This design comes from an exercise in tuning for small area on the open sky130 flow, not from production work. In this exercise RTL edits were held to simulation tests only and were not proved equivalent to the original. Power and IR drop assume default switching activity. No driver is modelled on the clock port, so clocking that relies on it looks cheaper here than on a real chip.

Setup of build 71:
==> flow/design.v (excerpt) <==
module regfile_mp
#(
    parameter int DATA_W = DEF_DATA_W,
    parameter int ADDR_W = DEF_ADDR_W,
    parameter int NUM_RD = 2
) (
    input  logic                     clk,
    input  logic                     reset_n,
    input  logic                     we,
    input  logic [ADDR_W-1:0]        wa,
    input  logic [DATA_W-1:0]        wd,
    input  logic [NUM_RD*ADDR_W-1:0] ra,
    output logic [NUM_RD*DATA_W-1:0] rd,
    output logic [NUM_RD-1:0]        rd_busy,
    input  logic                     rsv_req,
    input  logic [ADDR_W-1:0]        rsv_addr,
    output logic                     rsv_ok,
    output logic [ADDR_W:0]          busy_cnt
);
Settings: LEC_CHECK=0, CAP_MARGIN=20, CORE_MARGIN=2, CORE_UTILIZATION=50, GPL_TIMING_DRIVEN=0, SETUP_SLACK_MARGIN=0.3, SLEW_MARGIN=20, SYNTH_HIERARCHICAL=1; clock period 6.0 ns.
standard.sh (not shown) runs the stock make flow with config.mk's settings and CLKGATE_MAP_FILE= SYNTH_SCRIPT=/design/flow/synth_recipe.tcl, a recipe that flattens the netlist after the stock synthesis.
==> flow/flow/run.sh <==
#!/bin/bash
# Own layout flow: the standard flow (standard.sh) with these changes after
# synthesis, which itself runs unchanged:
#  - combinational cells are swapped for the stronger cell of the same
#    footprint and area (inv_1 -> inv_2, ...), see upsize.tcl;
#  - port buffers use buf_1 instead of the slow clkdlybuf4s50_1 delay cell;
#  - clock tree synthesis inserts no dummy loads and uses clkbuf_16 leaf
#    buffers on clusters of up to 25 sinks.
# Each tool's output goes to a log file of its own in this folder.
set -euo pipefail
bash standard.sh synth > synth.log 2>&1
RES=orfs/results/sky130hd/regfile_mp/base
UPSIZE_ODB=$RES/1_synth.odb openroad -no_init -exit flow/upsize.tcl > upsize.log 2>&1
touch $RES/1_synth.sdc
export BUFFER_PORTS_ARGS="-buffer_cell sky130_fd_sc_hd__buf_1"
export CTS_ARGS="-sink_clustering_enable -repair_clock_nets -dont_use_dummy_load -buf_list {sky130_fd_sc_hd__clkbuf_16} -sink_clustering_size 25 -sink_clustering_max_diameter 100"
bash standard.sh > layout.log 2>&1
==> flow/flow/upsize.tcl <==
# Swap each combinational cell for the stronger cell of the same footprint
# and the same area (inv_1 -> inv_2, or2_1 -> or2_2, ...). Registers and
# every other cell are left as synthesis made them.
set swaps {
  inv_1 inv_2  or2_0 or2_2  or2_1 or2_2  and2_0 and2_1  mux2_1 mux2_2
  o21ai_0 o21ai_1  a21boi_0 a21boi_1  a21bo_1 a21bo_2  a31o_1 a31o_2
  and4bb_1 and4bb_2  o211a_1 o211a_2  o21ba_1 o21ba_2  o221a_1 o221a_2
  o311ai_0 o311ai_1  or3b_1 or3b_2  or4b_1 or4b_2
}
set odb $::env(UPSIZE_ODB)
read_db $odb
set db [ord::get_db]
set n 0
foreach {from to} $swaps {
  set m [$db findMaster sky130_fd_sc_hd__$to]
  foreach inst [[ord::get_db_block] getInsts] {
    if {[[$inst getMaster] getName] eq "sky130_fd_sc_hd__$from"} {
      $inst swapMaster $m
      incr n
    }
  }
}
puts "upsize: swapped $n cells"
write_db $odb
Build 71: all stages complete, timing, DRC and antenna checks passed
Setup changes, build 71 to build 33
- CORE_UTILIZATION changed from 50 to 60
Findings:
- Build 33 vs build 71 — number of antenna violations at the first check in global routing dropped 1.
- The final worst setup slack reported for build 33 is greater than that of build 71 by 0.11 ns.
- Hold slack across build 71 and build 33: no real change.
- The multi-input gate share of the layout cell area of build 33 exceeds that of build 71 by 0.25 points.
- Time the worst path needs with I/O delays and setup (higher): build 71
--- input diff build 33..build 16 ---
- SETUP_SLACK_MARGIN changed from 0.3 to 0.5
- CORE_UTILIZATION changed from 60 to 40
==> run notes <==
- In summary, build 16 completed successfully, with a layout that passed the timing, design-rule and antenna checks.
- NOTE: via count of the routed design in build 16 falls short of that of build 33
- | proportion of cell area occupied by multi-input gates | lower: build 16 |
- Relative to build 33, area of the core region has increased by 50% in build 16.
- Going from build 33 to build 16, sum of met2 wire segment lengths after detailed routing climbed 8.3%; routed wire length increased 4.2 mm.
- Clock group share of total power: build 16 vs build 33 up 0.6 points
### build 16 -> build 49
- changing SETUP_SLACK_MARGIN from 0.5 to 0.3
- changing CORE_UTILIZATION from 40 to 50
--- a/flow/flow/run.sh
+++ b/flow/flow/run.sh
@@ -7,3 +7,3 @@
 #  - clock tree synthesis inserts no dummy loads and uses clkbuf_16 leaf
-#    buffers on clusters of up to 25 sinks.
+#    buffers on clusters of up to 30 sinks.
 # Each tool's output goes to a log file of its own in this folder.
@@ -15,3 +15,3 @@
 export BUFFER_PORTS_ARGS="-buffer_cell sky130_fd_sc_hd__buf_1"
-export CTS_ARGS="-sink_clustering_enable -repair_clock_nets -dont_use_dummy_load -buf_list {sky130_fd_sc_hd__clkbuf_16} -sink_clustering_size 25 -sink_clustering_max_diameter 100"
+export CTS_ARGS="-sink_clustering_enable -repair_clock_nets -dont_use_dummy_load -buf_list {sky130_fd_sc_hd__clkbuf_16} -sink_clustering_size 30 -sink_clustering_max_diameter 100"
 bash standard.sh > layout.log 2>&1
Findings:
- Build 49 ended with every stage complete and zero timing, DRC or antenna violations.
- The overall routed net length in build 49 sits 2.7% above the value recorded for build 16.
- Between build 16 and build 49, area of the core is higher for build 16, build 49 comes in under that.
- The run showing the greater portion of total power attributed to combinational logic is build 49.
- Looking at start point of the critical path, the ra[0] result is from build 16; the ra[1] one comes from build 49.
- For well-tap cell count, dividing the value from build 49 by the value from build 16 gives 0.815.
- Build 16 -> build 49: xor/xnor share of the synthesized area delta 0, exact match
- Between build 49 and build 16, it is build 49 whose worst slew margin relative to its limit is lower, by 3.5 points.
- Compared build 49 vs build 16, and final area is down in build 49.

* * *

exp/fjord:
regfile_mp, a different RTL version from the one above (not shown whole).
Size: about 3600 cells after synthesis, about 1000 flip-flops, roughly 39000 um2 of cells after synthesis.
Settings: LEC_CHECK=0, CAP_MARGIN=20, CORE_MARGIN=2, CORE_UTILIZATION=70, SLEW_MARGIN=20, SYNTH_HIERARCHICAL=1; clock period 6.0 ns.
run.sh (not shown) runs the stock make flow with config.mk's settings and CLKGATE_MAP_FILE= SYNTH_SCRIPT=/design/flow/synth_recipe.tcl, a recipe that flattens the netlist after the stock synthesis.
Stock flow here: none of the scripts above is used.
global routing: exp/fjord exited with error
Input changes introduced in exp/juniper (baseline for comparison: exp/fjord):
Settings: changing CORE_UTILIZATION from 70 to 40.
Results
Of exp/juniper and exp/fjord, not a single run came through the flow clean.
Delta (exp/juniper minus exp/fjord): post-CTS setup buffer count now smaller; detailed placement HPWL now larger; floorplan die height now larger; number of instances in the synthesized netlist comparable.
exp/juniper vs exp/fjord, total CTS buffers went up by about 7%.
Diff exp/fjord -> exp/juniper: effective utilization at floorplan dropped 30 points, parity-gate share of the synthesized area counting xor and xnor cells barely changed, final weighted congestion in routability-driven placement dropped 0.13, cell count after placement climbed 547.
exp/juniper falls short of exp/fjord in worst setup slack after placement.

* * *

regfile_mp, a different RTL version from the one above (not shown whole).
Size: roughly 3,600 cells after synthesis, roughly 1,000 flip-flops, roughly 130 I/O pins.
==> flow/config.mk <==
export PLATFORM = sky130hd
export DESIGN_NAME = regfile_mp
export DESIGN_NICKNAME = regfile_mp
export VERILOG_FILES = /design/flow/design.v
export SDC_FILE = /design/flow/constraint.sdc
export NUM_CORES = 8
export LEC_CHECK = 0
export CAP_MARGIN = 20
export CORE_MARGIN = 2
export CORE_UTILIZATION = 40
export GPL_TIMING_DRIVEN = 0
export SLEW_MARGIN = 20
export SYNTH_HIERARCHICAL = 1
==> flow/constraint.sdc <==
create_clock -name core_clock -period 6.0 [get_ports {clk}]
set_input_delay 1.2000 -clock core_clock [delete_from_list [all_inputs] [get_ports {clk}]]
set_output_delay 1.2000 -clock core_clock [all_outputs]
set_load 0.01 [all_outputs]
standard.sh (not shown) runs the stock make flow with config.mk's settings and CLKGATE_MAP_FILE= SYNTH_SCRIPT=/design/flow/synth_recipe.tcl, a recipe that flattens the netlist after the stock synthesis.
==> flow/flow/run.sh <==
#!/bin/bash
# Own layout flow: the standard flow (standard.sh) with these changes after
# synthesis, which itself runs unchanged:
#  - combinational cells are swapped for the stronger cell of the same
#    footprint and area (inv_1 -> inv_2, ...), see upsize.tcl;
#  - port buffers use buf_1 instead of the slow clkdlybuf4s50_1 delay cell;
#  - clock tree synthesis inserts no dummy loads and uses clkbuf_16 leaf
#    buffers on clusters of up to 25 sinks.
# Each tool's output goes to a log file of its own in this folder.
set -euo pipefail
bash standard.sh synth > synth.log 2>&1
RES=orfs/results/sky130hd/regfile_mp/base
UPSIZE_ODB=$RES/1_synth.odb openroad -no_init -exit flow/upsize.tcl > upsize.log 2>&1
touch $RES/1_synth.sdc
export BUFFER_PORTS_ARGS="-buffer_cell sky130_fd_sc_hd__buf_1"
export CTS_ARGS="-sink_clustering_enable -repair_clock_nets -dont_use_dummy_load -buf_list {sky130_fd_sc_hd__clkbuf_16} -sink_clustering_size 25 -sink_clustering_max_diameter 100"
bash standard.sh > layout.log 2>&1
Scripts as last shown in full above: flow/flow/upsize.tcl
The starting point finished but fails on setup timing.
Rerun with:
Settings changed: GPL_TIMING_DRIVEN 0 to not set.
With this change the flow completed with no timing, DRC or antenna violations; final cell count came out higher by 2.8%; die area does not change; final area came out higher by 2.5%; global-route usage came out higher by 0.88 points.

* * *

== run A ==
Another version of the RTL of regfile_mp (not shown whole).
For scale: roughly 3700 cells after synthesis, roughly 0.039 mm² of cells after synthesis.
==> flow/config.mk <==
export PLATFORM = sky130hd
export DESIGN_NAME = regfile_mp
export DESIGN_NICKNAME = regfile_mp
export VERILOG_FILES = /design/flow/design.v
export SDC_FILE = /design/flow/constraint.sdc
export NUM_CORES = 8
export LEC_CHECK = 0
export CAP_MARGIN = 20
export CORE_MARGIN = 2
export CORE_UTILIZATION = 40
export SLEW_MARGIN = 20
export SYNTH_HIERARCHICAL = 1
==> flow/constraint.sdc <==
create_clock -name core_clock -period 6.0 [get_ports {clk}]
set_input_delay 1.2000 -clock core_clock [delete_from_list [all_inputs] [get_ports {clk}]]
set_output_delay 1.2000 -clock core_clock [all_outputs]
set_load 0.01 [all_outputs]
==> flow/flow/run.sh <==
#!/bin/bash
# Own layout flow: the standard flow (standard.sh) with two changes after
# synthesis, which itself runs unchanged:
#  - port buffers use buf_1 instead of the slow clkdlybuf4s50_1 delay cell;
#  - clock tree synthesis inserts no dummy loads and uses clkbuf_16 leaf
#    buffers on clusters of up to 25 sinks.
# Each tool's output goes to a log file of its own in this folder.
set -euo pipefail
bash standard.sh synth > synth.log 2>&1
export BUFFER_PORTS_ARGS="-buffer_cell sky130_fd_sc_hd__buf_1"
export CTS_ARGS="-sink_clustering_enable -repair_clock_nets -dont_use_dummy_load -buf_list {sky130_fd_sc_hd__clkbuf_16} -sink_clustering_size 25 -sink_clustering_max_diameter 100"
bash standard.sh > layout.log 2>&1
Run A did not stop at any stage, and its layout met the timing, design-rule and antenna checks.
Here is what was changed in the inputs of run B compared with run A.
==> flow/run.sh (new file) <==
#!/bin/bash
# synth_recipe.tcl (not shown) runs the flow's synth.tcl, then flattens the netlist and writes it again
# the make line also repeats each setting of config.mk as NAME=value (left out here)
make -C /OpenROAD-flow-scripts/flow DESIGN_CONFIG=/design/flow/config.mk WORK_HOME=/design/flow/orfs CLKGATE_MAP_FILE= SYNTH_SCRIPT=/design/flow/synth_recipe.tcl finish
diff --git a/flow/config.mk b/flow/config.mk
--- a/flow/config.mk
+++ b/flow/config.mk
@@ -10,2 +10,6 @@
 export CORE_UTILIZATION = 40
+export CTS_BUF_LIST = sky130_fd_sc_hd__clkbuf_16
+export CTS_CLUSTER_DIAMETER = 100
+export CTS_CLUSTER_SIZE = 25
+export SETUP_SLACK_MARGIN = 0.2
 export SLEW_MARGIN = 20
removed: flow/flow/run.sh
removed: flow/standard.sh
--- outcome ---
Comparing run A and run B, wire length is lower on run B.
Comparing run A and run B, the lower count of cell instances traversed by the critical path was measured on run A.
On run B: final critical-path required period is 0.13 ns higher than what run A gave.
Overall power after layout, run B vs run A: up by a few percent
Run B gives more non-clock buffering overhead in the final layout than run A did.
Compared to run A, run B has worst slack at placement 0.62 ns lower.
For the relative contribution of combinational cells to total power, run B came in 1.3 points higher than run A did.
Here is what was changed in the inputs of run C compared with run B.
diff --git a/flow/config.mk b/flow/config.mk
--- a/flow/config.mk
+++ b/flow/config.mk
@@ -13,3 +13,2 @@
 export CTS_CLUSTER_SIZE = 25
-export SETUP_SLACK_MARGIN = 0.2
 export SLEW_MARGIN = 20
## What came out
STATUS run=run C STAGES=ALL_DONE FINAL_CHECKS=FAILED CAUSE=setup timing
Comparing run B and run C, the higher post-layout minimum cycle time was measured on run C.
The number of global-route vias before repair on run C is in line with that on run B.
Run B → run C: cell area dropped about 0.9%, die width barely changed.
When the final numbers for run B and run C were put side by side, the smallest setup slack after layout turned out to be smaller in run C.
Launching element of the worst setup path = ra[1]: run C; launching element of the worst setup path = ra[6]: run B

## static timing again, ports no longer ideal
In the flow no input, the clock included, has a driving cell. The finished layouts below were timed again as built, in two steps. Step 1: set_driving_cell puts a clkbuf_16 on clk and a buf_2 on each other input, an assumption about the parent block. Step 2 moves the port delays by t, midway between the first and last clock arrival at a register: inputs arrive t later, outputs are due t later. That takes back most of the time a late clock gives input paths. a / b / c = ideal / step 1 / step 2; a / b = the first two.
| run | shift t [ns] | slack for setup (ns) | worst setup path after step 2 | worst register clock-pin slew, ns |
|---|---|---|---|---|
| build 71 | 0.712 | 0.331 / 0.202 / 0.202 | input to output | 0.11 / 0.11 |
| build 33 | 0.702 | 0.440 / 0.329 / 0.329 | input to output | 0.10 / 0.10 |
| build 16 | 0.727 | 0.388 / 0.300 / 0.300 | input to output | 0.11 / 0.11 |
| build 49 | 0.692 | 0.270 / 0.138 / 0.138 | input to output | 0.12 / 0.12 |
| exp/juniper | 0.760 | -0.168 / -0.209 / -0.209 | input to output | 0.07 / 0.07 |
| the first run of note 3 | 0.712 | -0.170 / -0.126 / -0.838 | input to register | 0.11 / 0.11 |
| the second run of note 3 | 0.704 | 0.326 / 0.177 / 0.177 | input to output | 0.11 / 0.11 |
| run A | 0.688 | 0.278 / 0.249 / 0.249 | input to output | 0.11 / 0.11 |
| run B | 0.716 | 0.145 / 0.105 / 0.105 | input to output | 0.11 / 0.11 |
| run C | 0.714 | -0.011 / -0.114 / -0.114 | input to output | 0.11 / 0.11 |
The setup slack of the first run of note 3, which loses most, moves by +0.044 ns with the drivers and by -0.668 ns with both steps.
